This is an optimization exercise on Yosys and OpenROAD, whose aim is small area and a short achievable clock period, not a production implementation.
At most, simulation tests tie the RTL to the original design; equivalence was not proved.
For runs 2, 3, 5 and 6, only the layout was checked, not whether the RTL still works.
Power figures rest on the tool's default switching activity, not on a simulated workload.

$ cat design/flow/config.mk
export PLATFORM = sky130hd
export DESIGN_NAME = apb_slave_mem_top
export DESIGN_NICKNAME = apb_slave_mem_top
export VERILOG_FILES = /design/flow/design.v
export SDC_FILE = /design/flow/constraint.sdc
export NUM_CORES = 4
export LEC_CHECK = 0
export CAP_MARGIN = 20
export CORE_MARGIN = 2
export CORE_UTILIZATION = 50
export CTS_CLUSTER_DIAMETER = 80
export CTS_CLUSTER_SIZE = 30
export SETUP_SLACK_MARGIN = 2.5
export SLEW_MARGIN = 20
$ cat design/flow/constraint.sdc
create_clock -name core_clock -period 5.0 [get_ports {PCLK}]
set_input_delay 1.0000 -clock core_clock [delete_from_list [all_inputs] [get_ports {PCLK}]]
set_output_delay 1.0000 -clock core_clock [all_outputs]
set_load 0.01 [all_outputs]
$ cat design/flow/design.v
module apb_slave_mem_top (
  input  logic        PCLK,
  input  logic        PRESET,
  input  logic        PSEL,
  input  logic        PENABLE,
  input  logic [2:0]  PPROT,
  input  logic        PWRITE,
  input  logic [1:0]  PSTRB,
  input  logic [9:0]  PADDR,
  input  logic [15:0] PWDATA,
  output logic [15:0] PRDATA,
  output logic        PREADY,
  output logic        PSLVERR
);
  logic ph1_q, ph2_q, ph3_q, busy_q;
  logic ready_q, slverr_q;
  logic accept, go_resp, bus_err;
  logic [7:0] bus_ra, bus_rb;
  logic        wpend_q, wpend_d, wfire_q, wfire_d;
  logic [1:0]  wslot_q, wslot_d;
  logic [7:0]  wra_q, wra_d, wfa_q, wrb0_q, wrb1_q;
  logic [15:0] wdat_q;
  logic [1:0]  rot_q;
  logic [15:0] s0_q [64], s1_q [64], s2_q [64], s3_q [64];
  logic        rd_hit;
  logic [15:0] rd_word, rhold_q, rdata_q;
  logic unused_pprot;
  assign unused_pprot = ^{PPROT[2], PPROT[0], PADDR[0]};
  assign accept  = !busy_q && PSEL && !PENABLE;
  assign go_resp = ph3_q && PSEL;
  assign bus_err = PADDR[9] || (PADDR[8] && PPROT[1]);
  always_comb begin
    for (int i = 0; i < 8; i++) begin
      bus_ra[i] = (PADDR[5:3] == 3'(i));
      bus_rb[i] = (PADDR[8:6] == 3'(i)) && !bus_err;
    end
  end
  always_ff @(posedge PCLK or posedge PRESET) begin
    if (PRESET) begin
      ph1_q    <= 1'b0;
      ph2_q    <= 1'b0;
      ph3_q    <= 1'b0;
      busy_q   <= 1'b0;
      ready_q  <= 1'b0;
      slverr_q <= 1'b0;
    end else begin
      ph1_q    <= accept;
      ph2_q    <= ph1_q && PSEL;
      ph3_q    <= ph2_q && PSEL;
      busy_q   <= accept || ((ph1_q || ph2_q) && PSEL);
      ready_q  <= go_resp;
      slverr_q <= go_resp && bus_err;
    end
  end
  always_ff @(posedge PCLK) begin
    rot_q <= rot_q + 2'd1;
  end
  assign wpend_d = (go_resp && PWRITE && !bus_err) || (wpend_q && !wfire_q);
  assign wslot_d = go_resp ? PADDR[2:1] : wslot_q;
  assign wra_d   = go_resp ? bus_ra : wra_q;
  assign wfire_d = wpend_d && (rot_q + 2'd2 == wslot_d);
  always_ff @(posedge PCLK) begin
    wpend_q <= wpend_d;
    wfire_q <= wfire_d;
    wslot_q <= wslot_d;
    wra_q   <= wra_d;
    wfa_q   <= wra_d & {8{wfire_d}};
  end
  always_ff @(posedge PCLK) begin
    if (go_resp) begin
      wrb0_q <= bus_rb & {8{PSTRB[0]}};
      wrb1_q <= bus_rb & {8{PSTRB[1]}};
      wdat_q <= PWDATA;
    end
  end
  always_ff @(posedge PCLK) begin
    for (int r = 0; r < 64; r++) begin
      s3_q[r] <= s0_q[r];
      s2_q[r] <= s3_q[r];
      s1_q[r] <= s2_q[r];
      s0_q[r] <= s1_q[r];
      if (wfa_q[r % 8] && wrb0_q[r / 8]) s0_q[r][7:0]  <= wdat_q[7:0];
      if (wfa_q[r % 8] && wrb1_q[r / 8]) s0_q[r][15:8] <= wdat_q[15:8];
    end
  end
  assign rd_hit = (rot_q == PADDR[2:1]);
  always_comb begin
    rd_word = '0;
    for (int r = 0; r < 64; r++) begin
      rd_word = rd_word | (s0_q[r] & {16{bus_ra[r % 8] && bus_rb[r / 8]}});
    end
  end
  always_ff @(posedge PCLK) begin
    if (rd_hit && !ph3_q) rhold_q <= rd_word;
  end
  always_ff @(posedge PCLK) begin
    rdata_q <= rd_hit ? rd_word : rhold_q;
  end
  assign PREADY  = ready_q;
  assign PSLVERR = slverr_q;
  assign PRDATA  = rdata_q;
endmodule
$ cat design/flow/run.sh
#!/bin/bash
# synth_recipe.tcl (not shown) runs the flow's synth.tcl, then flattens the netlist and writes it again
# the make line also repeats each setting of config.mk as NAME=value (left out here)
make -C /OpenROAD-flow-scripts/flow DESIGN_CONFIG=/design/flow/config.mk WORK_HOME=/design/flow/orfs CLKGATE_MAP_FILE= SYNTH_SCRIPT=/design/flow/synth_recipe.tcl finish
==> flow_summary.json, run 1 <==
{
  "cts_max_level": 4,
  "reg2reg_from": "wfa_q[0]$_DFF_P_",
  "crit_path_start": "PADDR[7]",
  "dpl-instance-area_mm2": 0.1120,
  "gp_congestion": 0.8949,
  "powerDensity_mw_per_mm2": 425.6,
  "via_per_inst": 5.382,
  "fp.dieH_um": 466.7,
  "r2r_slack_ps": 2440,
  "synthTopCellsByCount": "dfxtp_1 (4134), mux2_2 (1092), clkbuf_1 (231)",
  "peakVddDrop_mv": 0.3895,
  "reg2reg_to": "s0_q[56][0]$_DFF_P_",
  "final-setup-viol-count": 0,
  "finalPower_mw": 50.65,
  "layout_min_cycle_time_ps": 2645,
  "numCtsBuffers": 161,
  "rsz0062_at_grt": "yes",
  "wl_um": 291900,
  "dp.cells": 9687,
  "relSlewSlack": 0.2345,
  "antenna_found_initial": 18,
  "avgRoutedWirePerCell_um": 29.17,
  "vias": 53855,
  "skew_ps": 59.92,
  "ys_ff_latch": 4188,
  "fin_tns_setup_ps": 0,
  "grt_max_degree": 65,
  "fin_crit_sh": 0.5289,
  "io_buffers": 50,
  "crit_path_end_kind": "flip-flop",
  "die_x_um": 466.7,
  "io_pins": 54,
  "drt_iter0_drc": 5295,
  "grt-ovfl-total": 0,
  "synth_edf_count": 48,
  "timing.critical_path.arrival_ps": 3280,
  "yosysMostFrequentCell": "dfxtp_1",
  "numClockSinks": 4188,
  "areaGrowthSynthToFinish_pct": 11.19,
  "path_max_fanout": 28,
  "fin_cells": 10006,
  "grt_use_total": 0.2640,
  "core_mm2": 0.2125,
  "criticalPathCategory": "in -> reg",
  "ys_seq_area_frac": 0.7881,
  "synth_warnings": 5,
  "synth.distinct_cells": 87,
  "hp-start": "s3_q[14][12]$_DFF_P_",
  "fill_cells": 16908,
  "fp-row-count": 169,
  "rr_worst_depth": 3,
  "die_area_mm2": 0.2178,
  "crit_path_start_kind": "input port",
  "initial_core_util": 0.5037,
  "hold_viol_final": 0,
  "finalWorstSetupSlack_ps": 2355,
  "hold_path.class": "reg -> reg",
  "drc": 0,
  "synthDominantCellAreaShare": 0.7732,
  "synthTopCellsByArea": "dfxtp_1 (77%), mux2_2 (11%), edfxtp_1 (1.3%), mux2i_1 (0.95%), clkbuf_1 (0.81%)",
  "cap_violations": 0,
  "grt_pass1_wl_um": 409100,
  "grt_pass1_vias": 53753,
  "synth_nets": 6947,
  "drt_pass1_iterations": 5,
  "status": "finished clean",
  "p_leak_nw": 47.67,
  "tightest_slew_ps": 1148,
  "holdPathEnd": "s2_q[14][12]$_DFF_P_",
  "dp_hpwl_um": 183500,
  "maxSlewViolCount": 0,
  "pre_cts_slack_ps": 310.1,
  "min_path_cells": 0,
  "clock_path_buffers": 3,
  "cp.required_ps": 5640,
  "yosysTopAreaCell": "dfxtp_1",
  "postRouteAntennaNets": 0,
  "cts.clk_slew.worst_paths_ps": 110,
  "cts_tree": "done",
  "final_nets": 7160,
  "fmax_ghz": 0.3781,
  "synth_top_flop_cell": "dfxtp_1",
  "clk_latency_ps": 880,
  "final_area_mm2": 0.1190,
  "netlist_area_mm2": 0.1070,
  "layout-drive-gt1-share": 0.2648,
  "synthArstFlopShare": 0.001433,
  "syn_area_per_cell_um2": 15.49,
  "syn_inst": 6911,
  "cts_root_buffer": "clkbuf_16"
}
-- stage by stage --
| stage | utilization | hold slack, ps |
|---|---|---|
| after floorplan | - | 309.6 |
| after global routing | 0.5600 | 294.9 |
| after detailed placement | 0.5269 | 312.1 |
| final | 0.5600 | 300.3 |
| after CTS | 0.5570 | 260.1 |
| after global placement | 0.5269 | 309.6 |
-- area by class of cell --
cell class | instances | area (µm²) | share of cell area
Multi-Input combinational cell | 2382 | 22610 | 0.1900
Clock inverter | 24 | 312.8 | 0.002628
Sequential cell | 4188 | 84390 | 0.7090
Tap cell | 2821 | 3530 | 0.02966
Timing Repair Buffer | 376 | 3809 | 0.03200
Clock buffer | 197 | 4290 | 0.03605
Inverter | 15 | 68.82 | 0.0005782
Antenna cell | 3 | 7.507 | 0.00006308
-- how the worst max path moves through the flow --
stage / depth (start not counted) / to
2_1_floorplan: 9 / rhold_q[8]$_DFFE_PP_
3_3_place_gp: 10 / rhold_q[1]$_DFFE_PP_
3_5_place_dp: 10 / rhold_q[1]$_DFFE_PP_
4_1_cts: 10 / rhold_q[1]$_DFFE_PP_
5_1_grt: 12 / rhold_q[8]$_DFFE_PP_
6_report: 10 / rhold_q[8]$_DFFE_PP_
-- report_power, final --
part	switching [mW]	leakage (nW)	internal, mW	total, mW
logic	0.659	11.6	0.317	0.975
registers	0.0372	33.8	33.5	33.5
clock network	9.87	2.23	6.28	16.2
total	10.6	47.7	40.1	50.6
-- state kept, by name (all words and copies together), names as in the netlist, 2 cells and up --
name	flops
rdata_q	16
rhold_q	16
rot_q	2
s0_q	1024
s1_q	1024
s2_q	1024
s3_q	1024
wdat_q	16
wfa_q	8
wra_q	8
wrb0_q	8
wrb1_q	8
wslot_q	2
-- logic make-up (layout without fill, tap and decap cells) --
kind of cell           after synthesis  after routing  synth area share
buffers and inverters              341            612           0.01357
XOR/XNOR                             5              5         0.0004091
AO/OA/AOI/OAI                      505            505           0.03597
other                                0              3                 0
flip-flops                        4188           4188            0.7881
AND/OR/NAND/NOR                    659            659           0.03357
multiplexers                      1213           1213            0.1284
-- metal layers --
| metal | vias up | part of all wire | GRT usage |
|---|---|---|---|
| met2 | 1798 | 0.44 | 0.4030 |
| met1 | 27570 | 0.47 | 0.3866 |
| met5 | - | 0.00018 | 0 |
| met4 | 8 | 0.032 | 0.07772 |
| met3 | 393 | 0.065 | 0.04247 |
| li1 | 24086 | - | - |
-- placed cells by master, fill, tap and decap left out, drive strengths merged, types with 11 or more instances in the layout --
| cell | instances |
|---|---|
| a2111oi | 12 |
| a211oi | 12 |
| a21oi | 44 |
| a221oi | 26 |
| a22o | 33 |
| a22oi | 109 |
| a31oi | 27 |
| a32o | 12 |
| a32oi | 34 |
| and2 | 18 |
| and3 | 44 |
| buf | 344 |
| clkbuf | 201 |
| clkdlybuf4s50 | 24 |
| dfxtp | 4134 |
| edfxtp | 48 |
| inv | 24 |
| mux2 | 1092 |
| mux2i | 102 |
| mux4 | 19 |
| nand2 | 198 |
| nand3 | 97 |
| nand4 | 48 |
| nor2 | 56 |
| nor2b | 18 |
| nor3 | 49 |
| nor3b | 12 |
| nor4 | 28 |
| nor4bb | 11 |
| o211ai | 17 |
| o21ai | 40 |
| o22ai | 29 |
| o2bb2ai | 18 |
-- what timing repair did --
item                       CTS  global route
pin swaps                   45            35
gates resized for setup    338            90
buffers inserted            58            23
setup endpoints to repair  113            31
cloned                      11             2
hold buffers                 0             0
-- critical path, stage by stage --
cell and delay, ps:
buf_12 230, buf_6 350, nor2b_4 70, buf_4 240, nand4_1 130, o2111ai_1 160
or4_4 510, nor4_4 320, buf_4 170, nand2_2 40
==> run 2: changes to the inputs <==
--- a/design/flow/design.v
+++ b/design/flow/design.v
@@ -93,5 +93,3 @@
   always_ff @(posedge PCLK) begin
-    if (rd_hit && !ph3_q) rhold_q <= rd_word;
-  end
-  always_ff @(posedge PCLK) begin
+    rhold_q <= rd_hit ? rd_word : rdata_q;
     rdata_q <= rd_hit ? rd_word : rhold_q;
--- a/design/flow/config.mk
+++ b/design/flow/config.mk
@@ -9,6 +9,6 @@
 export CORE_MARGIN = 2
-export CORE_UTILIZATION = 50
+export CORE_UTILIZATION = 65
 export CTS_CLUSTER_DIAMETER = 80
 export CTS_CLUSTER_SIZE = 30
-export SETUP_SLACK_MARGIN = 2.5
+export SETUP_SLACK_MARGIN = 2.7
 export SLEW_MARGIN = 20
==> run 2 against run 1 <==
  * Largest power group unchanged
  * Highest routed layer unchanged
  * Register-to-register slack better by 110 ps
  * Global-route usage increased by 8.1 points
  * Sequential power hardly changed
  * Sequential share of layout area fell by 0.62 points
==> flow_summary.json, run 2 <==
{
  "criticalPathCategory": "in -> reg",
  "seq_power_share": 0.665,
  "netlist_area_mm2": 0.1069,
  "rsz0062_at_grt": "yes",
  "holdPathEnd": "s2_q[3][4]$_DFF_P_",
  "gp_congestion": 0.9693,
  "fmax_ghz": 0.3695,
  "layout_min_cycle_time_ps": 2707,
  "syn_inst": 6917,
  "vias": 55374,
  "drt_pass1_iterations": 6,
  "synth.distinct_cells": 90,
  "avgRoutedWirePerCell_um": 31.18,
  "synth_nets": 6953,
  "layout-drive-gt1-share": 0.2805,
  "ys_ff_latch": 4188,
  "p_switching_mw": 10.37,
  "layout_common_cells": "dfxtp_1 (4127), mux2_2 (1070), buf_4 (311)",
  "crit_path_end_kind": "flip-flop",
  "wl_um": 295400,
  "synth_warnings": 5,
  "drc": 0,
  "io_buffers": 50,
  "grt_use_total": 0.3452,
  "tightest_slew_ps": 1142,
  "via_per_inst": 5.845,
  "synth_compound_area_frac": 0.03692,
  "final_common_cell": "dfxtp_1",
  "fill_cells": 10492,
  "hold_buffers": 0,
  "drt_iter0_drc": 6527,
  "r2r_slack_ps": 2550,
  "numCtsBuffers": 158,
  "clkPwrFrac": 0.313,
  "rr_worst_depth": 6,
  "synthTopCellsByArea": "dfxtp_1 (78%), mux2_2 (11%), mux2i_1 (1.2%), edfxtp_1 (0.90%), a22oi_1 (0.81%)",
  "synth_mux_area_frac": 0.1278,
  "finish.utilization": 0.7347,
  "die_x_um": 409.6,
  "fin_cells": 9473,
  "cap_violations": 0,
  "dp_hpwl_um": 185800,
  "fp-row-count": 148,
  "grt_pass1_wl_um": 408000,
  "fp.dieH_um": 409.6,
  "dp.cells": 9066,
  "cp.required_ps": 5710,
  "peakVddDrop_mv": 0.4740,
  "synthAdderAreaFrac": 0,
  "maxSlewViolCount": 0,
  "powerDensity_mw_per_mm2": 420.9,
  "synthTopCellsByCount": "dfxtp_1 (4150), mux2_2 (1077), nand2_1 (211)",
  "grt-ovfl-total": 0,
  "timing.hold.ws_ps": 313.8,
  "skew_ps": 36.40,
  "cts.clk_slew.worst_paths_ps": 110,
  "final_nets": 7286,
  "timing.critical_path.arrival_ps": 3420,
  "cts_tree": "done",
  "grt_max_degree": 65,
  "cts_root_buffer": "clkbuf_16",
  "finalWorstSetupSlack_ps": 2293,
  "synth_top_flop_cell": "dfxtp_1",
  "final-setup-viol-count": 0,
  "initial_core_util": 0.6555,
  "path_max_fanout": 6,
  "grt_pass1_vias": 53238,
  "min_path_cells": 0,
  "comb_power_share": 0.023,
  "synthDominantCellAreaShare": 0.7769,
  "intPower_mw": 40.08,
  "yosysTopAreaCell": "dfxtp_1",
  "synth_xor_area_frac": 0.0004095,
  "io_pins": 54,
  "fin_tns_setup_ps": 0,
  "clock_path_buffers": 3,
  "switching_share": 0.2056,
  "reg2reg_to": "rhold_q[0]$_DFF_P_",
  "core_mm2": 0.1631,
  "crit_path_start_kind": "input port",
  "syn_area_per_cell_um2": 15.46,
  "clk_latency_ps": 850,
  "synth_top_family_by_area": "multiplexers",
  "cts_max_level": 4,
  "ys_seq_area_frac": 0.7873,
  "relSlewSlack": 0.2388,
  "die_area_mm2": 0.1678,
  "postRouteAntennaNets": 0,
  "synthArstFlopShare": 0.001433,
  "hp-start": "s3_q[3][4]$_DFF_P_",
  "numClockSinks": 4188,
  "hold_viol_final": 0,
  "synthSimpleGateAreaFrac": 0.03325,
  "fin_crit_sh": 0.5413,
  "antenna_found_initial": 22,
  "areaGrowthSynthToFinish_pct": 12.09,
  "status": "finished clean",
  "reg2reg_from": "s0_q[3][0]$_DFF_P_",
  "yosysMostFrequentCell": "dfxtp_1",
  "synth_edf_count": 32,
  "hold_path.class": "reg -> reg",
  "p_leak_nw": 48.41,
  "pre_cts_slack_ps": 369.6
}
==> run 2: cell count changes after synthesis, moves of 14 or more <==
cell and delta:
clkbuf_1 -37, nand3_1 -36, mux2i_1 +31, a22o_1 +28, nor2_1 +27, a21oi_1 +25, buf_6 +18, nand4_1 -17
dfxtp_1 +16, edfxtp_1 -16, mux2_2 -15, nand3b_1 +14
==> run 2: worst max-delay path, stage by stage <==
cell,delay (ps)
buf_16,150
buf_8,140
buf_16,140
mux2i_1,590
o32a_1,270
o221ai_1,210
nor4_4,490
and4_4,330
a21oi_1,70
==> run 2: how the worst max path moves through the flow <==
stage / startpoint / endpoint / slack (ps) / cells past startpoint
2_1_floorplan: PADDR[5] / rdata_q[9]$_DFF_P_ / 2270 / 8
3_3_place_gp: PADDR[9] / rdata_q[1]$_DFF_P_ / 340 / 8
3_5_place_dp: PADDR[9] / rdata_q[8]$_DFF_P_ / 370 / 11
4_1_cts: PADDR[3] / rhold_q[0]$_DFF_P_ / 2330 / 8
5_1_grt: PADDR[3] / rhold_q[0]$_DFF_P_ / 2380 / 8
6_report: PADDR[5] / rhold_q[0]$_DFF_P_ / 2290 / 9
==> run 2: metrics by stage <==
stage / power (mW) / area, µm²
2_1_floorplan: 34.63 / 107400
3_3_place_gp: 35.05 / 110900
3_5_place_dp: 35.05 / 110900
4_1_cts: 50.39 / 118800
5_1_grt: 51.66 / 119800
6_report: 50.45 / 119900
==> run 2: layout make-up <==
class	count	area, µm²	area share
antenna	8	20.02	0.0001670
inverter	20	82.58	0.0006890
clock buffer	188	4247	0.03543
multi-input combinational	2402	23240	0.1939
sequential	4188	84240	0.7028
timing repair buffer	480	5182	0.04324
clock inverter	12	126.4	0.001054
tap	2175	2721	0.02270
==> run 2: kinds of logic (layout without fill, tap and decap cells) <==
group / count (synthesis) / after routing
XOR/XNOR: 5 / 5
AO/OA/AOI/OAI: 523 / 523
other: 0 / 8
flip-flops: 4188 / 4188
multiplexers: 1219 / 1219
buffers and inverters: 328 / 700
AND/OR/NAND/NOR: 654 / 655
==> run 2: repair_timing <==
action                                  4_1_cts  5_1_grt
resized for setup                           486      136
gates cloned                                 20        2
endpoints found under the setup margin      146       50
pin swaps                                    77       65
setup buffers                               135       42
==> run 2: per-layer routing <==
metal  track usage  routed length (µm)
met4        0.1165               10010
met2        0.4939              124700
met5             0                  85
met3       0.07173               27190
met1        0.5226              133400
==> run 2: power groups by stage <==
stage,clock network [mW],logic (mW),registers [mW]
after floorplan,0,0.366,34.3
after global placement,0,0.769,34.3
after detailed placement,0,0.773,34.3
after CTS,15.8,1.06,33.5
after global routing,17.0,1.16,33.5
final,15.8,1.16,33.5
==> run 3: changes to the inputs <==
--- a/design/flow/design.v
+++ b/design/flow/design.v
@@ -34,3 +34,3 @@
       bus_ra[i] = (PADDR[5:3] == 3'(i));
-      bus_rb[i] = (PADDR[8:6] == 3'(i)) && !bus_err;
+      bus_rb[i] = (PADDR[8:6] == 3'(i));
     end
@@ -93,4 +93,4 @@
   always_ff @(posedge PCLK) begin
-    rhold_q <= rd_hit ? rd_word : rdata_q;
-    rdata_q <= rd_hit ? rd_word : rhold_q;
+    rhold_q <= rd_hit ? (bus_err ? 16'h0000 : rd_word) : rdata_q;
+    rdata_q <= rd_hit ? (bus_err ? 16'h0000 : rd_word) : rhold_q;
   end
==> run 3 against run 2 <==
  * First-iteration DRC count is 2.0% higher
  * Synthesized cell count down 2.4%
  * Clock skew is 1.7 ps lower
  * Critical path depth grew 1
  * Setup slack improved by 100 ps
  * Combinational power is 35% lower
  * Clock-buffer cell count down 9
  * Sequential share of layout area rose by 0.34 points
  * Register-to-register slack about the same
  * Global-route usage increased by 2.0 points
  * Die area shrank 1.6%
  * Final area shrank 0.49%
  * Critical endpoint is now rhold_q[14]$_DFF_P_
  * Largest cell class unchanged
==> flow_summary.json, run 3 <==
{
  "status": "finished clean",
  "cts_max_level": 4,
  "reg2reg_to": "rdata_q[14]$_DFF_P_",
  "gp_congestion": 0.8942,
  "synth_xor_area_frac": 0.0004162,
  "peakVddDrop_mv": 0.3957,
  "drc": 0,
  "antenna_found_initial": 21,
  "dp_hpwl_um": 191500,
  "fp.dieH_um": 406.3,
  "synthArstFlopShare": 0.001433,
  "maxSlewViolCount": 0,
  "reg2reg_from": "s0_q[58][14]$_DFF_P_",
  "final_common_cell": "dfxtp_1",
  "crit_path_end_kind": "flip-flop",
  "hold_path.class": "reg -> reg",
  "cts_tree": "done",
  "synth_warnings": 5,
  "critPathSlowestCell": "a222oi_1",
  "critPathMaxStageDelay_ps": 920,
  "synth_compound_area_frac": 0.03551,
  "synthAdderAreaFrac": 0,
  "vias": 55277,
  "layout-drive-gt1-share": 0.2892,
  "final-setup-viol-count": 0,
  "rsz0062_at_grt": "yes",
  "drt_iter0_drc": 6659,
  "synth_top_flop_cell": "dfxtp_1",
  "synth.distinct_cells": 75,
  "syn_inst": 6751,
  "critPathBufInv": 4,
  "endpoint": "rhold_q[14]$_DFF_P_",
  "clk_latency_ps": 830,
  "powerDensity_mw_per_mm2": 417.9,
  "rr_worst_depth": 6,
  "final_nets": 7179,
  "io_buffers": 50,
  "core_mm2": 0.1606,
  "dp.cells": 8875,
  "tightest_slew_ps": 1250,
  "hold_viol_final": 0,
  "relSlewSlack": 0.1645,
  "grt-ovfl-total": 0,
  "initial_core_util": 0.6553,
  "die_area_mm2": 0.1651,
  "cp.depth": 10,
  "grt_pass1_wl_um": 414000,
  "clock_path_buffers": 3,
  "fmax_ghz": 0.3836,
  "skew_ps": 34.72,
  "crit_path_start": "PADDR[4]",
  "via_per_inst": 5.919,
  "io_pins": 54,
  "ys_ff_latch": 4188,
  "synth_nets": 6787,
  "syn_area_per_cell_um2": 15.59,
  "synthDominantCellAreaShare": 0.7896,
  "yosysMostFrequentCell": "dfxtp_1",
  "synth_top_family_by_area": "multiplexers",
  "die_x_um": 406.3,
  "yosysTopAreaCell": "dfxtp_1",
  "cap_violations": 0,
  "grt_pass1_vias": 52184,
  "areaGrowthSynthToFinish_pct": 13.36,
  "synth_edf_count": 32,
  "layout_min_cycle_time_ps": 2607,
  "synthTopCellsByCount": "dfxtp_1 (4150), mux2_2 (1039), a22oi_1 (285)",
  "grt_max_degree": 65,
  "fin_crit_sh": 0.5214,
  "r2r_slack_ps": 2560,
  "netlist_area_mm2": 0.1052,
  "fp-row-count": 147,
  "path_max_fanout": 6,
  "avgRoutedWirePerCell_um": 33.00,
  "criticalPathCategory": "in -> reg",
  "cp_cell_sequence": "buf_16, buf_8, nand2b_4, buf_6, nor2_4, buf_12, a222oi_1, nand4_1, a211oi_2, a21oi_1",
  "fin_tns_setup_ps": 0,
  "ys_seq_area_frac": 0.8002,
  "layout_common_cells": "dfxtp_1 (4131), mux2_2 (1036), buf_4 (298)",
  "grt_use_total": 0.3651,
  "timing.critical_path.arrival_ps": 3320,
  "timing.hold.ws_ps": 316.9,
  "cts.clk_slew.worst_paths_ps": 120,
  "final_area_mm2": 0.1193,
  "wl_um": 308200,
  "postRouteAntennaNets": 0,
  "synthTopCellsByArea": "dfxtp_1 (79%), mux2_2 (11%), a22oi_1 (2.0%), and3_1 (1.0%), edfxtp_1 (0.91%)",
  "cts_root_buffer": "clkbuf_16",
  "dpl-instance-area_mm2": 0.1094,
  "numCtsBuffers": 158,
  "p_leak_nw": 48.63,
  "drt_pass1_iterations": 8,
  "synthSimpleGateAreaFrac": 0.03817,
  "cp.required_ps": 5710,
  "path_delay_family": "compound AO/OA/AOI/OAI gates",
  "fin_cells": 9339,
  "synth_mux_area_frac": 0.1133,
  "crit_path_start_kind": "input port",
  "numClockSinks": 4188
}
-- run 3: timing repair --
action                     in CTS  in global routing
pin swaps                     133                 88
setup endpoints to repair     261                 50
hold buffers                    0                  0
cloned                         22                  5
buffers inserted              180                 61
gates resized for setup       521                115
-- run 3: worst min path at each step --
| stage | startpoint | end | slack (ps) | depth (start not counted) |
|---|---|---|---|---|
| 3_5_place_dp | s3_q[10][8]$_DFF_P_ | s2_q[10][8]$_DFF_P_ | 310 | 0 |
| 5_1_grt | s3_q[50][4]$_DFF_P_ | s2_q[50][4]$_DFF_P_ | 320 | 0 |
| 4_1_cts | s3_q[50][4]$_DFF_P_ | s2_q[50][4]$_DFF_P_ | 320 | 0 |
| 6_report | s2_q[3][7]$_DFF_P_ | s1_q[3][7]$_DFF_P_ | 320 | 0 |
| 2_1_floorplan | s2_q[0][0]$_DFF_P_ | s1_q[0][0]$_DFF_P_ | 310 | 0 |
| 3_3_place_gp | s3_q[39][14]$_DFF_P_ | s2_q[39][14]$_DFF_P_ | 310 | 0 |
-- run 3: area by class of cell --
| cell class | count | area, µm² |
|---|---|---|
| Tap cell | 2160 | 2703 |
| Inverter | 7 | 30.03 |
| Fill cell | 10166 | 41290 |
| Clock buffer | 179 | 4160 |
| Clock inverter | 13 | 112.6 |
| Multi-Input combinational cell | 2278 | 22400 |
| Sequential cell | 4188 | 84230 |
| Antenna cell | 4 | 10.01 |
| Timing Repair Buffer | 510 | 5633 |
-- run 3: power by group --
part           switching, mW  total [mW]  internal, mW
sequential            0.0380        33.5          33.5
clock                   9.57        15.6          6.02
combinational          0.460       0.753         0.292
-- run 3: per-layer routing --
layer  share of wire  global-route usage
met3            0.11             0.09636
met1            0.45              0.5541
met5        0.000039            0.005650
met4           0.041              0.1332
met2            0.40              0.4997
-- run 3: kinds of logic (layout without fill, tap and decap cells) --
family	Yosys count	in the layout
muxes	1061	1061
and+or+nand+nor	728	735
xor gates and xnor gates	5	5
AOI/OAI and AO/OA	477	477
DFF	4188	4188
buffers and inverters	292	709
other	0	4
-- run 3: stage by stage --
stage               total power [mW]  utilization  setup slack [ps]
floorplan                      34.48            -              2250
global placement               34.71       0.6812             485.9
detailed placement             34.72       0.6813             433.1
CTS                            49.79       0.7352              2546
global route                   51.00       0.7428              2424
finish                         49.85       0.7429              2393
==> run 4: changes to the inputs <==
--- a/design/flow/design.v
+++ b/design/flow/design.v
@@ -34,3 +34,3 @@
       bus_ra[i] = (PADDR[5:3] == 3'(i));
-      bus_rb[i] = (PADDR[8:6] == 3'(i));
+      bus_rb[i] = (PADDR[8:6] == 3'(i)) && !bus_err;
     end
@@ -93,4 +93,6 @@
   always_ff @(posedge PCLK) begin
-    rhold_q <= rd_hit ? (bus_err ? 16'h0000 : rd_word) : rdata_q;
-    rdata_q <= rd_hit ? (bus_err ? 16'h0000 : rd_word) : rhold_q;
+    if (rd_hit && !ph3_q) rhold_q <= rd_word;
+  end
+  always_ff @(posedge PCLK) begin
+    rdata_q <= rd_hit ? rd_word : rhold_q;
   end
--- a/design/flow/config.mk
+++ b/design/flow/config.mk
@@ -12,3 +12,3 @@
 export CTS_CLUSTER_SIZE = 30
-export SETUP_SLACK_MARGIN = 2.7
+export SETUP_SLACK_MARGIN = 2.6
 export SLEW_MARGIN = 20
==> run 4 against run 3 <==
  * Flip-flop and latch count is the same
  * Final area up 0.62%
  * Largest cell class unchanged
  * Still clean on timing, DRC and antenna
  * Highest routed layer unchanged
  * Combinational power up 49%
==> flow_summary.json, run 4 <==
{
  "dpl-instance-area_mm2": 0.1109,
  "powerDensity_mw_per_mm2": 420.2,
  "wl_met3_um": 26380,
  "ys_seq_area_frac": 0.7881,
  "synth_top_flop_cell": "dfxtp_1",
  "gp_congestion": 0.8943,
  "fin_crit_sh": 0.5122,
  "reg2reg_from": "wfa_q[1]$_DFF_P_",
  "syn_inst": 6911,
  "cts.clk_slew.worst_paths_ps": 110,
  "avgRoutedWirePerCell_um": 30.34,
  "dp_hpwl_um": 173200,
  "peakVddDrop_mv": 0.4096,
  "die_x_um": 409.8,
  "endpoint": "rhold_q[5]$_DFFE_PP_",
  "synth.distinct_cells": 87,
  "fin_cells": 9443,
  "final_area_mm2": 0.1200,
  "synthTopCellsByArea": "dfxtp_1 (77%), mux2_2 (11%), edfxtp_1 (1.3%), mux2i_1 (0.95%), clkbuf_1 (0.81%)",
  "initial_core_util": 0.6561,
  "io_pins": 54,
  "cts_root_buffer": "clkbuf_16",
  "layout_common_cells": "dfxtp_1 (4117), mux2_2 (1085), buf_4 (280)",
  "fin_tns_setup_ps": 0,
  "maxSlewViolCount": 0,
  "critPathSlowestCell": "a32o_1",
  "synthArstFlopShare": 0.001433,
  "areaGrowthSynthToFinish_pct": 12.13,
  "die_area_mm2": 0.1679,
  "hold_path.class": "reg -> reg",
  "r2r_slack_ps": 2540,
  "final_nets": 7249,
  "synthDominantCellAreaShare": 0.7732,
  "path_max_fanout": 11,
  "antenna_found_initial": 14,
  "p_leak_nw": 48.50,
  "synth_edf_count": 48,
  "ys_ff_latch": 4188,
  "layout_min_cycle_time_ps": 2561,
  "numCtsBuffers": 158,
  "cts_tree": "done",
  "synth_nets": 6947,
  "finish.utilization": 0.7357,
  "hold_buffers": 0,
  "postRouteAntennaNets": 0,
  "netlist_area_mm2": 0.1070,
  "tightest_slew_ps": 1120,
  "final_common_cell": "dfxtp_1",
  "crit_path_start_kind": "input port",
  "critPathMaxStageDelay_ps": 320,
  "reg2reg_to": "s0_q[9][9]$_DFF_P_",
  "grt_max_degree": 65,
  "hold_viol_final": 0,
  "cp.required_ps": 5600,
  "rr_worst_depth": 3,
  "relSlewSlack": 0.2533,
  "critPathBufInv": 5,
  "grt-ovfl-total": 0,
  "crit_path_start": "PADDR[5]",
  "grt_use_total": 0.3356,
  "skew_ps": 33.59,
  "grt_pass1_vias": 53898,
  "fmax_ghz": 0.3905,
  "yosysMostFrequentCell": "dfxtp_1",
  "clock_path_buffers": 3,
  "grt_pass1_wl_um": 400200,
  "cp_common_cell": "buf_8",
  "via_per_inst": 5.828,
  "drt_iter0_drc": 6155,
  "clk_latency_ps": 850,
  "cp_cell_sequence": "clkbuf_16, buf_16, nand4bb_4, buf_8, buf_8, nor2_1, a32o_1, nand4b_1, a2111oi_2, buf_4, nand3_1",
  "cts_max_level": 4,
  "criticalPathCategory": "in -> reg",
  "yosysTopAreaCell": "dfxtp_1",
  "path_delay_family": "buffers and inverters",
  "wl_um": 286500,
  "fp-row-count": 148,
  "cap_violations": 0,
  "rsz0062_at_grt": "yes",
  "numClockSinks": 4188,
  "synth_warnings": 5,
  "final-setup-viol-count": 0,
  "core_mm2": 0.1631,
  "drc": 0,
  "dp.cells": 9016,
  "top_layer": "met5",
  "drt_pass1_iterations": 6,
  "status": "finished clean",
  "crit_path_end_kind": "flip-flop",
  "syn_area_per_cell_um2": 15.49,
  "wl_met1_um": 128100,
  "layout-drive-gt1-share": 0.2835,
  "vias": 55034,
  "synthTopCellsByCount": "dfxtp_1 (4134), mux2_2 (1092), clkbuf_1 (231)",
  "wl_met2_um": 121800,
  "io_buffers": 50,
  "cp.depth": 11,
  "fp.dieH_um": 409.8,
  "timing.hold.ws_ps": 322.4,
  "timing.critical_path.arrival_ps": 3160
}
[run 4: logic make-up after synthesis]
| kind of cell | after synthesis | share of synthesized area |
|---|---|---|
| AO/OA/AOI/OAI | 505 | 0.03597 |
| buffers and inverters | 341 | 0.01357 |
| flip-flops | 4188 | 0.7881 |
| multiplexers | 1213 | 0.1284 |
| XOR/XNOR | 5 | 0.0004091 |
| AND/OR/NAND/NOR | 659 | 0.03357 |
[run 4: timing repair]
action,4_1_cts,5_1_grt
setup buffers,140,45
cloned,24,3
pin swaps,84,72
resized for setup,492,145
endpoints found under the setup margin,91,72
[run 4: worst min path at each step]
stage | from | endpoint | slack [ps] | cells after the start
after floorplan | s2_q[0][0]$_DFF_P_ | s1_q[0][0]$_DFF_P_ | 310 | 0
after global placement | s2_q[43][8]$_DFF_P_ | s1_q[43][8]$_DFF_P_ | 310 | 0
after detailed placement | s2_q[31][7]$_DFF_P_ | s1_q[31][7]$_DFF_P_ | 310 | 0
after CTS | s3_q[47][3]$_DFF_P_ | s2_q[47][3]$_DFF_P_ | 320 | 0
after global routing | s3_q[14][14]$_DFF_P_ | s2_q[14][14]$_DFF_P_ | 330 | 0
final | s3_q[26][12]$_DFF_P_ | s2_q[26][12]$_DFF_P_ | 320 | 0
[run 4: metal layers]
layer,global-route usage,vias up
li1,-,24251
met1,0.4945,27890
met2,0.4949,2330
met3,0.07676,557
met4,0.1016,6
met5,0,-
[run 4: power breakdown]
| group | leakage [nW] | total (mW) | internal [mW] | switching [mW] |
|---|---|---|---|---|
| registers | 33.8 | 33.5 | 33.5 | 0.0363 |
| clock network | 2.16 | 15.8 | 6.22 | 9.57 |
| logic | 12.5 | 1.12 | 0.407 | 0.713 |
| total | 48.5 | 50.4 | 40.1 | 10.3 |
[run 4: cell type report]
type,count,area [µm²]
Timing Repair Buffer,466,5156
Inverter,15,65.06
Fill cell,10386,43120
Multi-Input combinational cell,2384,23250
Antenna cell,11,27.53
Sequential cell,4188,84380
Clock inverter,8,110.1
Clock buffer,196,4308
Tap cell,2175,2721
[run 4: worst reg2reg max path, stage by stage, from the launching register on]
cell and delay (ps):
dfxtp_1 780, buf_4 450, nand2_1 610, mux2_2 490
[run 4: stage by stage]
step                      power, mW  worst slack [ps]
after floorplan               34.62              2104
after global placement        35.04             625.0
after detailed placement      35.05             616.9
after CTS                     50.40              2526
after global routing          51.67              2468
final                         50.43              2439
==> run 5: changes to the inputs <==
--- a/design/flow/design.v
+++ b/design/flow/design.v
@@ -1 +1,14 @@
+module soc_riscv_apb_slave_mem (
+  input  logic [7:0]        ra_i,     
+  input  logic [7:0]        rb_i,     
+  input  logic [64*16-1:0]  word_i,   
+  output logic [15:0]       word_o
+);
+  always_comb begin
+    word_o = '0;
+    for (int r = 0; r < 64; r++) begin
+      word_o = word_o | (word_i[16*r +: 16] & {16{ra_i[r % 8] && rb_i[r / 8]}});
+    end
+  end
+endmodule
 module apb_slave_mem_top (
@@ -86,12 +99,14 @@
   assign rd_hit = (rot_q == PADDR[2:1]);
+  logic [64*16-1:0] s0_flat;
   always_comb begin
-    rd_word = '0;
-    for (int r = 0; r < 64; r++) begin
-      rd_word = rd_word | (s0_q[r] & {16{bus_ra[r % 8] && bus_rb[r / 8]}});
-    end
+    for (int r = 0; r < 64; r++) s0_flat[16*r +: 16] = s0_q[r];
   end
+  soc_riscv_apb_slave_mem u_rdmux (
+    .ra_i  (bus_ra),
+    .rb_i  (bus_rb),
+    .word_i(s0_flat),
+    .word_o(rd_word)
+  );
   always_ff @(posedge PCLK) begin
-    if (rd_hit && !ph3_q) rhold_q <= rd_word;
-  end
-  always_ff @(posedge PCLK) begin
+    rhold_q <= rd_hit ? rd_word : rdata_q;
     rdata_q <= rd_hit ? rd_word : rhold_q;
--- a/design/flow/config.mk
+++ b/design/flow/config.mk
@@ -12,3 +12,4 @@
 export CTS_CLUSTER_SIZE = 30
-export SETUP_SLACK_MARGIN = 2.6
+export SETUP_SLACK_MARGIN = 2.7
 export SLEW_MARGIN = 20
+export SYNTH_HIERARCHICAL = 1
==> run 5 against run 4 <==
  * Maximum frequency fell by 12%
  * Sequential power barely moved
  * Clock-buffer cell count down 11
  * First-iteration DRC count decreased by 35%
  * Setup slack worse by 360 ps
  * Wire length decreased by 24%
  * Worst hold slack got worse by 3.1 ps
  * Critical path depth rose by 1
  * Total power decreased by 2.1%
  * Clock skew fell by 8.3 ps
  * Final cell count is 5.5% lower
  * Register-to-register slack lost 110 ps
  * Critical path type unchanged
  * Largest cell class unchanged
==> flow_summary.json, run 5 <==
{
  "finish.utilization": 0.7094,
  "areaGrowthSynthToFinish_pct": 8.669,
  "die_x_um": 405.1,
  "grt_max_degree": 66,
  "fin_crit_sh": 0.5847,
  "netlist_area_mm2": 0.1046,
  "synthDominantCellAreaShare": 0.7944,
  "synth_warnings": 12,
  "avgRoutedWirePerCell_um": 24.53,
  "ys_seq_area_frac": 0.8050,
  "numCtsBuffers": 157,
  "hold_buffers": 0,
  "layout_min_cycle_time_ps": 2924,
  "fmax_ghz": 0.3421,
  "grt-ovfl-total": 0,
  "peakVddDrop_mv": 0.3850,
  "grt_pass1_wl_um": 320800,
  "p_leak_nw": 46.37,
  "ys_ff_latch": 4188,
  "drt_pass1_iterations": 8,
  "cts_tree": "done",
  "synth.distinct_cells": 43,
  "final_nets": 6767,
  "synth_nets": 6666,
  "powerDensity_mw_per_mm2": 434.2,
  "clk_latency_ps": 810,
  "crit_path_start_kind": "input port",
  "numClockSinks": 4188,
  "gp_congestion": 0.7852,
  "path_max_fanout": 27,
  "fp-row-count": 147,
  "synth_top_flop_cell": "dfxtp_1",
  "initial_core_util": 0.6528,
  "timing.critical_path.arrival_ps": 3620,
  "drt_iter0_drc": 3997,
  "synthArstFlopShare": 0.001433,
  "grt_pass1_vias": 49505,
  "hold_viol_final": 0,
  "vias": 48841,
  "grt_use_total": 0.2640,
  "synth_edf_count": 32,
  "syn_inst": 6630,
  "yosysMostFrequentCell": "dfxtp_1",
  "dp_hpwl_um": 125500,
  "rsz0062_at_grt": "yes",
  "antenna_found_initial": 15,
  "tightest_slew_ps": 1136,
  "yosysTopAreaCell": "dfxtp_1",
  "cts.clk_slew.worst_paths_ps": 100,
  "hold_path.class": "reg -> reg",
  "relSlewSlack": 0.2425,
  "core_mm2": 0.1602,
  "final_common_cell": "dfxtp_1",
  "layout_common_cells": "dfxtp_1 (4132), mux2_2 (1030), a22o_1 (257)",
  "cap_violations": 0,
  "syn_area_per_cell_um2": 15.77,
  "final-setup-viol-count": 0,
  "wl_um": 219000,
  "cp.required_ps": 5700,
  "fp.dieH_um": 405.1,
  "die_area_mm2": 0.1641,
  "io_buffers": 50,
  "status": "finished clean",
  "fin_tns_setup_ps": 0,
  "crit_path_end_kind": "flip-flop",
  "via_per_inst": 5.471,
  "skew_ps": 25.33,
  "postRouteAntennaNets": 0,
  "cts_max_level": 4,
  "io_pins": 54,
  "layout-drive-gt1-share": 0.2262,
  "drc": 0,
  "synthTopCellsByArea": "dfxtp_1 (79%), mux2_2 (11%), a22o_1 (2.2%), a22oi_1 (1.3%), a222oi_1 (1.2%)",
  "synthTopCellsByCount": "dfxtp_1 (4150), mux2_2 (1030), a22o_1 (257)",
  "maxSlewViolCount": 0,
  "cts_root_buffer": "clkbuf_16",
  "criticalPathCategory": "in -> reg",
  "clock_path_buffers": 3
}
run 5: cell types whose count changed after synthesis, sizes merged, moves of 66 or more:
| cell | delta |
|---|---|
| a222oi | +118 |
| a22o | +224 |
| a22oi | +66 |
| mux2i | -102 |
| nand2 | +69 |
| nand3 | -91 |
run 5: critical path: stages:
cell      delay [ps]
buf_12           120
nand2_8           90
buf_4            110
buf_4            110
nor2_4           110
buf_12           210
a22o_1           220
a222oi_1         780
nand4_1          310
or3_4            420
nand2_2           70
nand2_1           60
run 5: metrics by stage:
stage | std cells | setup WS [ps] | total power [mW] | cell area, µm² | hold WS (ps)
3_3_place_gp | 8646 | 575.5 | 34.59 | 107700 | 309.6
2_1_floorplan | 6630 | 2310 | 34.38 | 104700 | 309.6
5_1_grt | 8924 | 2036 | 50.75 | 113600 | 326.9
4_1_cts | 8888 | 2254 | 49.57 | 113000 | 322.3
3_5_place_dp | 8647 | 483.0 | 34.59 | 107700 | 312.1
6_report | 8928 | 2076 | 49.35 | 113700 | 319.3
run 5: metal layers:
layer | up-vias | GRT usage | wire length, µm
met5 | - | 0 | 0
met3 | 256 | 0.04829 | 12650
met4 | 0 | 0.06297 | 4613
met2 | 1076 | 0.3916 | 93940
li1 | 22762 | - | -
met1 | 24747 | 0.4022 | 107800
run 5: final cells by class:
type | count | area [µm²]
Inverter | 37 | 165.2
Sequential cell | 4188 | 84250
Clock buffer | 185 | 4245
Antenna cell | 4 | 10.01
Timing Repair Buffer | 241 | 2759
Fill cell | 10683 | 46550
Clock inverter | 7 | 63.81
Tap cell | 2160 | 2703
Multi-Input combinational cell | 2106 | 19450
run 5: path summary, 6_finish.rpt:
path	from	endpoint	slack [ps]	depth (start not counted)
worst max-delay path	PADDR[8]	rhold_q[15]$_DFF_P_	2080	12
worst min-delay path	s3_q[21][2]$_DFF_P_	s2_q[21][2]$_DFF_P_	320	0
worst max register to register	s0_q[29][4]$_DFF_P_	rhold_q[4]$_DFF_P_	2430	7
worst min register to register	s3_q[21][2]$_DFF_P_	s2_q[21][2]$_DFF_P_	320	0
max in group asynchronous	PRESET	ph1_q$_DFF_PP0_	4420	2
min in group asynchronous	PRESET	busy_q$_DFF_PP0_	400	2
run 5: power breakdown:
group          total [mW]  internal, mW  switching, mW
clock network        15.4          6.09           9.36
logic               0.459         0.142          0.317
registers            33.4          33.4         0.0196
run 5: cell families after synthesis:
group,Yosys count,synth area share
compound gates,661,0.05199
mux,1031,0.1110
flops,4188,0.8050
simple gates,406,0.01815
buf+inv,340,0.01330
xor+xnor,4,0.0005145
run 5: what timing repair did:
item	in CTS	in global routing
cloned	9	3
endpoints found under the setup margin	77	60
setup buffers	40	32
resized for setup	248	64
pin swaps	83	55
run 5: modules after synthesis, one instance, submodules excluded:
module	copies in the design	cells inside	flip-flops and latches	area, µm²
apb_slave_mem_top	1	5653	4188	97710
soc_riscv_apb_slave_mem	1	977	0	6878
==> run 6: changes to the inputs <==
--- a/design/flow/design.v
+++ b/design/flow/design.v
@@ -1,13 +1,17 @@
-module soc_riscv_apb_slave_mem (
-  input  logic [7:0]        ra_i,     
-  input  logic [7:0]        rb_i,     
-  input  logic [64*16-1:0]  word_i,   
-  output logic [15:0]       word_o
+module soc_riscv_apb_wait_gen (
+  input  logic [32*16-1:0] w_i,
+  output logic [15:0]      w_o
 );
   always_comb begin
-    word_o = '0;
-    for (int r = 0; r < 64; r++) begin
-      word_o = word_o | (word_i[16*r +: 16] & {16{ra_i[r % 8] && rb_i[r / 8]}});
-    end
+    w_o = '0;
+    for (int i = 0; i < 32; i++) w_o = w_o | w_i[16*i +: 16];
   end
+endmodule
+module soc_riscv_apb_slave_mem (
+  input  logic [1:0]  sel_i,
+  input  logic [15:0] w0_i,
+  input  logic [15:0] w1_i,
+  output logic [15:0] w_o
+);
+  assign w_o = (w0_i & {16{sel_i[0]}}) | (w1_i & {16{sel_i[1]}});
 endmodule
@@ -99,11 +103,18 @@
   assign rd_hit = (rot_q == PADDR[2:1]);
-  logic [64*16-1:0] s0_flat;
+  logic [63:0]      rd_sel;
+  logic [32*16-1:0] rd_pair;
   always_comb begin
-    for (int r = 0; r < 64; r++) s0_flat[16*r +: 16] = s0_q[r];
+    for (int r = 0; r < 64; r++) rd_sel[r] = bus_ra[r % 8] && bus_rb[r / 8];
   end
-  soc_riscv_apb_slave_mem u_rdmux (
-    .ra_i  (bus_ra),
-    .rb_i  (bus_rb),
-    .word_i(s0_flat),
-    .word_o(rd_word)
+  for (genvar p = 0; p < 32; p++) begin : g_rd_pair
+    soc_riscv_apb_slave_mem u_pair (
+      .sel_i(rd_sel[2*p +: 2]),
+      .w0_i (s0_q[2*p]),
+      .w1_i (s0_q[2*p+1]),
+      .w_o  (rd_pair[16*p +: 16])
+    );
+  end
+  soc_riscv_apb_wait_gen u_rd_or (
+    .w_i(rd_pair),
+    .w_o(rd_word)
   );
==> run 6 against run 5 <==
  * Die area rose by 0.82%
  * Total power fell by 0.34%
  * Synthesized area rose by 0.83%
  * Via count fell by 2.3%
  * Clock-buffer cell count fell by 4
  * Maximum frequency rose by 5.5%
  * Non-clock buffer count rose by 117
  * Highest routed layer is now met5
  * Sequential power barely moved
  * Register-to-register slack improved by 420 ps
  * Critical path type unchanged
  * Worst hold slack got worse by 9.2 ps
  * Core utilization rose by 0.47 points
  * Setup slack improved by 150 ps
==> flow_summary.json, run 6 <==
{
  "status": "finished clean",
  "fin_crit_sh": 0.5544,
  "rr_worst_depth": 3,
  "grt_pass1_wl_um": 321000,
  "dpl-instance-area_mm2": 0.1082,
  "fill_cells": 10846,
  "syn_inst": 6546,
  "fin_tns_setup_ps": 0,
  "final-setup-viol-count": 0,
  "layout_min_cycle_time_ps": 2772,
  "numClockSinks": 4188,
  "synthTopCellsByArea": "dfxtp_1 (79%), mux2_2 (11%), a22o_1 (2.7%), a22o_2 (1.8%), buf_6 (1.1%)",
  "powerDensity_mw_per_mm2": 428.4,
  "cap_violations": 0,
  "die_area_mm2": 0.1655,
  "rsz0062_at_grt": "yes",
  "skew_ps": 27.84,
  "layout_common_cells": "dfxtp_1 (4126), mux2_2 (1024), a22o_1 (305)",
  "grtUsageMet3": 0.03129,
  "synth_nets": 6582,
  "cts_tree": "done",
  "ys_seq_area_frac": 0.7984,
  "hp-start": "s2_q[61][4]$_DFF_P_",
  "met2_usage": 0.4257,
  "hold_buffers": 0,
  "p_leak_nw": 47.41,
  "finalWorstSetupSlack_ps": 2228,
  "gp_congestion": 0.8373,
  "grt_max_degree": 65,
  "synth.distinct_cells": 41,
  "core_mm2": 0.1608,
  "fmax_ghz": 0.3608,
  "holdPathEnd": "s1_q[61][4]$_DFF_P_",
  "via_per_inst": 5.312,
  "hold_viol_final": 0,
  "final_nets": 6818,
  "maxSlewViolCount": 0,
  "synth_edf_count": 32,
  "final_common_cell": "dfxtp_1",
  "cts.clk_slew.worst_paths_ps": 100,
  "wl_um": 220400,
  "drc": 0,
  "ys_ff_latch": 4188,
  "die_x_um": 406.8,
  "timing.critical_path.arrival_ps": 3470,
  "crit_path_start_kind": "input port",
  "avgRoutedWirePerCell_um": 24.54,
  "peakVddDrop_mv": 0.3853,
  "cp.required_ps": 5700,
  "io_buffers": 50,
  "yosysMostFrequentCell": "dfxtp_1",
  "cts_max_level": 4,
  "postRouteAntennaNets": 0,
  "fp-row-count": 147,
  "drt_iter0_drc": 3250,
  "tightest_slew_ps": 1185,
  "synth_top_flop_cell": "dfxtp_1",
  "grt_pass1_vias": 48261,
  "top_usage_layer": "met2",
  "layout-drive-gt1-share": 0.2798,
  "r2r_slack_ps": 2850,
  "areaGrowthSynthToFinish_pct": 8.871,
  "final_area_mm2": 0.1148,
  "vias": 47699,
  "reg2reg_to": "s0_q[28][10]$_DFF_P_",
  "path_max_fanout": 5,
  "netlist_area_mm2": 0.1055,
  "grt_use_total": 0.2646,
  "criticalPathCategory": "in -> reg",
  "numCtsBuffers": 158,
  "initial_core_util": 0.6560,
  "hold_path.class": "reg -> reg",
  "clock_path_buffers": 3,
  "synthTopCellsByCount": "dfxtp_1 (4150), mux2_2 (1024), a22o_1 (320)",
  "crit_path_end_kind": "flip-flop",
  "relSlewSlack": 0.2103,
  "clk_latency_ps": 810,
  "timing.hold.ws_ps": 310.1,
  "synth_warnings": 16,
  "min_path_cells": 0,
  "synthArstFlopShare": 0.001433,
  "yosysTopAreaCell": "dfxtp_1",
  "syn_area_per_cell_um2": 16.11,
  "cts_root_buffer": "clkbuf_16",
  "antenna_found_initial": 6,
  "use_met1": 0.3835,
  "io_pins": 54,
  "drt_pass1_iterations": 6,
  "reg2reg_from": "wfa_q[4]$_DFF_P_",
  "fp.dieH_um": 406.8,
  "dp_hpwl_um": 138300,
  "pre_cts_slack_ps": 395.7,
  "synthDominantCellAreaShare": 0.7879,
  "grt-ovfl-total": 0
}
==> run 6: cell count changes after synthesis, moves of 20 or more <==
cell,change
buf_6,+93
and2_1,-20
nand2_1,-41
nor4_1,+111
nor2_1,+78
buf_8,+32
a222oi_1,-125
a21oi_1,-61
inv_1,-31
a22o_1,+63
a22o_2,+192
buf_1,-41
clkbuf_1,-93
a22oi_1,-175
==> run 6: modules after synthesis, one instance, submodules excluded <==
module                   flip-flops and latches  cells  times used
apb_slave_mem_top                          4188   5730           1
soc_riscv_apb_slave_mem                       0     20          32
soc_riscv_apb_wait_gen                        0    176           1
==> run 6: cells by family (layout without fill, tap and decap cells) <==
| kind of cell | Yosys count | in the layout | synth area share |
|---|---|---|---|
| mux | 1025 | 1025 | 0.1095 |
| compound gates | 525 | 525 | 0.04566 |
| xor+xnor | 4 | 4 | 0.0005103 |
| other cells | 0 | 6 | 0 |
| flops | 4188 | 4188 | 0.7984 |
| buf+inv | 290 | 555 | 0.02117 |
| simple gates | 514 | 516 | 0.02479 |
==> run 6: cell type report <==
type,count,area (µm²),area share
Antenna cell,6,15.01,0.0001308
Clock buffer,181,4199,0.03658
Clock inverter,10,103.9,0.0009046
Inverter,6,23.77,0.0002071
Multi-Input combinational cell,2070,20170,0.1757
Sequential cell,4188,84250,0.7339
Tap cell,2160,2703,0.02354
Timing Repair Buffer,358,3338,0.02908
==> run 6: critical path, cell delays in order <==
cell and delay (ps):
buf_8 90, nor3b_4 160, buf_6 140, nand3_4 200, buf_12 160, nor2_4 40
buf_6 140, a22o_4 270, nor4_4 290, buf_6 170, nand4_1 310, or2_1 340
nand2_2 70, nand2_1 50
==> run 6: power by group <==
group / total, mW / internal (mW) / switching (mW)
sequential: 33.4 / 33.4 / 0.0201
clock: 15.5 / 6.05 / 9.41
combinational: 0.272 / 0.0974 / 0.175
total: 49.2 / 39.6 / 9.60
==> run 6: per-layer routing <==
| metal | part of all wire | vias to the layer above | wire length (µm) |
|---|---|---|---|
| li1 | - | 22591 | - |
| met5 | 0.000059 | - | 13 |
| met4 | 0.026 | 2 | 5628 |
| met3 | 0.037 | 279 | 8174 |
| met1 | 0.48 | 24035 | 105900 |
| met2 | 0.46 | 792 | 100700 |
==> run 6: what timing repair did <==
action                                  4_1_cts  5_1_grt
pin swaps                                    59       33
setup buffers                                62       12
resized for setup                           383       71
cloned                                       11        1
endpoints found under the setup margin       50       50
==> run 6: worst max-delay path by stage <==
stage | startpoint | endpoint | depth (start not counted)
2_1_floorplan | PADDR[3] | rdata_q[10]$_DFF_P_ | 12
3_3_place_gp | PADDR[6] | rdata_q[6]$_DFF_P_ | 12
3_5_place_dp | PADDR[6] | rdata_q[6]$_DFF_P_ | 12
4_1_cts | PADDR[8] | rhold_q[9]$_DFF_P_ | 16
5_1_grt | PADDR[8] | rdata_q[5]$_DFF_P_ | 14
6_report | PADDR[8] | rdata_q[6]$_DFF_P_ | 14
==> run 6: metrics by stage <==
stage | util | total power [mW] | instances
6_report | 0.7142 | 49.18 | 8979
5_1_grt | 0.7141 | 50.58 | 8974
3_5_place_dp | 0.6732 | 34.44 | 8696
4_1_cts | 0.7109 | 49.41 | 8960
2_1_floorplan | - | 34.32 | 6546
3_3_place_gp | 0.6732 | 34.43 | 8696
==> run 7: changes to the inputs <==
--- a/design/flow/design.v
+++ b/design/flow/design.v
@@ -51,3 +51,3 @@
       bus_ra[i] = (PADDR[5:3] == 3'(i));
-      bus_rb[i] = (PADDR[8:6] == 3'(i)) && !bus_err;
+      bus_rb[i] = (PADDR[8:6] == 3'(i));
     end
@@ -121,4 +121,4 @@
   always_ff @(posedge PCLK) begin
-    rhold_q <= rd_hit ? rd_word : rdata_q;
-    rdata_q <= rd_hit ? rd_word : rhold_q;
+    rhold_q <= rd_hit ? (bus_err ? 16'h0000 : rd_word) : rdata_q;
+    rdata_q <= rd_hit ? (bus_err ? 16'h0000 : rd_word) : rhold_q;
   end
==> run 7 against run 6 <==
  * Largest cell class unchanged
  * Worst hold slack improved by 11 ps
  * Via count decreased by 1.2%
  * Critical path depth decreased by 2
  * Clock skew decreased by 6.9 ps
  * First-iteration DRC count decreased by 8.2%
  * Core utilization decreased by 0.11 points
  * Synthesized area about the same
  * Setup slack got worse by 91 ps
  * Synthesized cell count decreased by 0.67%
  * Clock power about the same
  * Wire length decreased by 4.5%
  * Sequential power about the same
==> flow_summary.json, run 7 <==
{
  "synth_nets": 6538,
  "layout_common_cells": "dfxtp_1 (4126), mux2_2 (1024), a22o_1 (347)",
  "gp_congestion": 0.8351,
  "grt_pass1_vias": 47436,
  "synth_edf_count": 32,
  "pre_cts_slack_ps": 279.6,
  "crit_path_end_kind": "flip-flop",
  "use_met1": 0.3613,
  "drt_pass1_iterations": 5,
  "rsz0062_at_grt": "yes",
  "die_area_mm2": 0.1654,
  "holdPathEnd": "s1_q[20][8]$_DFF_P_",
  "met2_usage": 0.4000,
  "hold_path.class": "reg -> reg",
  "clk_latency_ps": 800,
  "synth.distinct_cells": 36,
  "seq_area_mm2": 0.08424,
  "reg2reg_to": "s0_q[33][6]$_DFF_P_",
  "tightest_slew_ps": 1141,
  "grt_max_degree": 65,
  "hold_viol_final": 0,
  "drt_iter0_drc": 2985,
  "fp-row-count": 147,
  "core_mm2": 0.1608,
  "cap_violations": 0,
  "fin_tns_setup_ps": 0,
  "final_nets": 6769,
  "grt_pass1_wl_um": 307200,
  "layout_min_cycle_time_ps": 2863,
  "antenna_found_initial": 10,
  "syn_area_per_cell_um2": 16.21,
  "status": "finished clean",
  "maxSlewViolCount": 0,
  "cp.required_ps": 5690,
  "ys_ff_latch": 4188,
  "crit_path_start_kind": "input port",
  "hp-start": "s2_q[20][8]$_DFF_P_",
  "ys_seq_area_frac": 0.7986,
  "clock_path_buffers": 3,
  "layout-drive-gt1-share": 0.2791,
  "synth_top_flop_cell": "dfxtp_1",
  "final_common_cell": "dfxtp_1",
  "cts_root_buffer": "clkbuf_16",
  "dp_hpwl_um": 128800,
  "via_per_inst": 5.279,
  "final-setup-viol-count": 0,
  "areaGrowthSynthToFinish_pct": 8.735,
  "netlist_area_mm2": 0.1054,
  "fill_cells": 10748,
  "powerDensity_mw_per_mm2": 429.2,
  "numClockSinks": 4188,
  "numCtsBuffers": 157,
  "cts.clk_slew.worst_paths_ps": 110,
  "die_x_um": 406.7,
  "synthTopCellsByCount": "dfxtp_1 (4150), mux2_2 (1024), a22o_1 (352)",
  "drc": 0,
  "path_max_fanout": 8,
  "vias": 47143,
  "grt-ovfl-total": 0,
  "avgRoutedWirePerCell_um": 23.56,
  "skew_ps": 20.90,
  "min_path_cells": 0,
  "top_usage_layer": "met2",
  "fin_crit_sh": 0.5726,
  "grtUsageMet3": 0.03552,
  "crit_path_start": "PADDR[4]",
  "yosysTopAreaCell": "dfxtp_1",
  "r2r_slack_ps": 2650,
  "p_leak_nw": 47.07,
  "fmax_ghz": 0.3493,
  "postRouteAntennaNets": 0,
  "wl_um": 210400,
  "relSlewSlack": 0.2396,
  "timing.critical_path.arrival_ps": 3560,
  "io_pins": 54,
  "syn_inst": 6502,
  "synthArstFlopShare": 0.001433,
  "yosysMostFrequentCell": "dfxtp_1",
  "fp.dieH_um": 406.7,
  "finalWorstSetupSlack_ps": 2137,
  "multi_input_area_mm2": 0.01994,
  "peakVddDrop_mv": 0.3843,
  "synth_warnings": 16,
  "synthDominantCellAreaShare": 0.7881,
  "io_buffers": 50,
  "grt_use_total": 0.2512,
  "criticalPathCategory": "in -> reg",
  "reg2reg_from": "wfa_q[1]$_DFF_P_",
  "initial_core_util": 0.6558,
  "synthTopCellsByArea": "dfxtp_1 (79%), mux2_2 (11%), a22o_1 (2.9%), a22o_2 (1.8%), buf_6 (1.1%)",
  "cts_max_level": 4,
  "rr_worst_depth": 2,
  "cts_tree": "done"
}
-- run 7: cell count changes after synthesis, sizes merged, moves of 2 or more --
cell | before | now
buf | 156 | 159
nor2b | 2 | 0
a22o | 512 | 544
nand3b | 3 | 6
nand2 | 226 | 142
clkbuf | 128 | 132
-- run 7: layout make-up --
cell class                 count  share of cell area
antenna                        5           0.0001092
clock buffer                 184             0.03672
clock inverter                 7           0.0005894
inverter                       6           0.0002292
multi-input combinational   2019              0.1740
sequential                  4188              0.7348
tap                         2160             0.02358
timing repair buffer         361             0.02996
-- run 7: power breakdown --
group	internal, mW	switching (mW)	total [mW]	leakage, nW
logic	0.124	0.196	0.320	11.2
registers	33.5	0.0337	33.5	33.8
clock network	6.04	9.34	15.4	2.09
total	39.6	9.57	49.2	47.1
-- run 7: logic make-up (layout without fill, tap and decap cells) --
kind of cell / after synthesis / in the layout / synth area share
flip-flops: 4188 / 4188 / 0.7986
multiplexers: 1025 / 1025 / 0.1095
AO/OA/AOI/OAI: 557 / 557 / 0.04833
AND/OR/NAND/NOR: 431 / 433 / 0.02147
buffers and inverters: 297 / 558 / 0.02155
XOR/XNOR: 4 / 4 / 0.0005104
other: 0 / 5 / 0
-- run 7: Yosys stat by module, one instance, submodules excluded --
| module | flops+latches | cells inside | times used |
|---|---|---|---|
| apb_slave_mem_top | 4188 | 5686 | 1 |
| soc_riscv_apb_slave_mem | 0 | 20 | 32 |
| soc_riscv_apb_wait_gen | 0 | 176 | 1 |
-- run 7: metrics by stage --
step / utilization / area, µm² / hold WS, ps / power (mW) / std cells
finish: 0.7131 / 114600 / 321.2 / 49.20 / 8930
detailed placement: 0.6724 / 108100 / 312.1 / 34.52 / 8631
floorplan: - / 105500 / 309.6 / 34.40 / 6502
CTS: 0.7086 / 113900 / 320.5 / 49.45 / 8897
global placement: 0.6724 / 108100 / 309.6 / 34.52 / 8631
global route: 0.7130 / 114600 / 328.2 / 50.64 / 8925
-- run 7: how the worst max path moves through the flow --
| stage | to | slack, ps | depth (start not counted) |
|---|---|---|---|
| 2_1_floorplan | rdata_q[10]$_DFF_P_ | 2200 | 11 |
| 3_5_place_dp | rhold_q[9]$_DFF_P_ | 280 | 9 |
| 4_1_cts | rdata_q[7]$_DFF_P_ | 2290 | 12 |
| 3_3_place_gp | rhold_q[9]$_DFF_P_ | 300 | 9 |
| 6_report | rdata_q[7]$_DFF_P_ | 2140 | 12 |
| 5_1_grt | rhold_q[8]$_DFF_P_ | 2190 | 12 |
-- run 7: per-layer routing --
metal  vias up  wire length [µm]
li1      22527                 -
met1     23620             99440
met2       749             96430
met3       247              8948
met4         0              5612
met5         -                 0
-- run 7: worst max-delay path: stages --
cell and delay, ps:
buf_12 110, or3b_4 280, buf_8 150, buf_6 110, nor2_4 30, buf_6 130, a22o_4 260, nor4_4 290
buf_4 210, nand4_1 380, or2_1 380, a22o_1 190
-- run 7: what timing repair did --
item / 4_1_cts / 5_1_grt
buffers inserted: 70 / 24
hold buffers: 0 / 0
cloned: 5 / 3
pin swaps: 75 / 62
gates resized for setup: 333 / 87
setup endpoints to repair: 50 / 60

-- port drivers added, routing unchanged --
In the flow no input, the clock included, has a driving cell. The finished layouts below were timed again as built, in two steps. Step 1, drivers: a clkbuf_16 drives PCLK and a buf_2 each remaining input, both assumed. Step 2 moves the port delays by t, midway between the first and last clock arrival at a register: inputs arrive t later, outputs are due t later. That takes back most of the time a late clock gives input paths. a / b / c = no drivers / after step 1 / after step 2; a / b = the first two.
| run | t (ns) | setup WS [ns] | worst setup path after step 2 | worst data-port slew with drivers (ns) | pins driven straight from the clock port |
|---|---|---|---|---|---|
| run 1 | 0.940 | 2.355 / 2.127 / 1.187 | input to register | 0.37 | 1 |
| run 2 | 0.924 | 2.293 / 2.032 / 1.108 | input to register | 0.40 | 1 |
| run 3 | 0.893 | 2.393 / 2.160 / 1.268 | input to register | 0.45 | 1 |
| run 4 | 0.927 | 2.439 / 2.118 / 1.191 | input to register | 0.47 | 1 |
| run 5 | 0.873 | 2.076 / 2.096 / 1.224 | input to register | 0.07 | 1 |
| run 6 | 0.885 | 2.228 / 2.273 / 1.388 | input to register | 0.15 | 1 |
| run 7 | 0.873 | 2.137 / 2.128 / 1.255 | input to register | 0.15 | 1 |
After both steps every run listed still meets setup and hold. For run 4, which loses most, drivers alone change the setup slack by -0.321 ns; drivers and shift together by -1.248 ns.
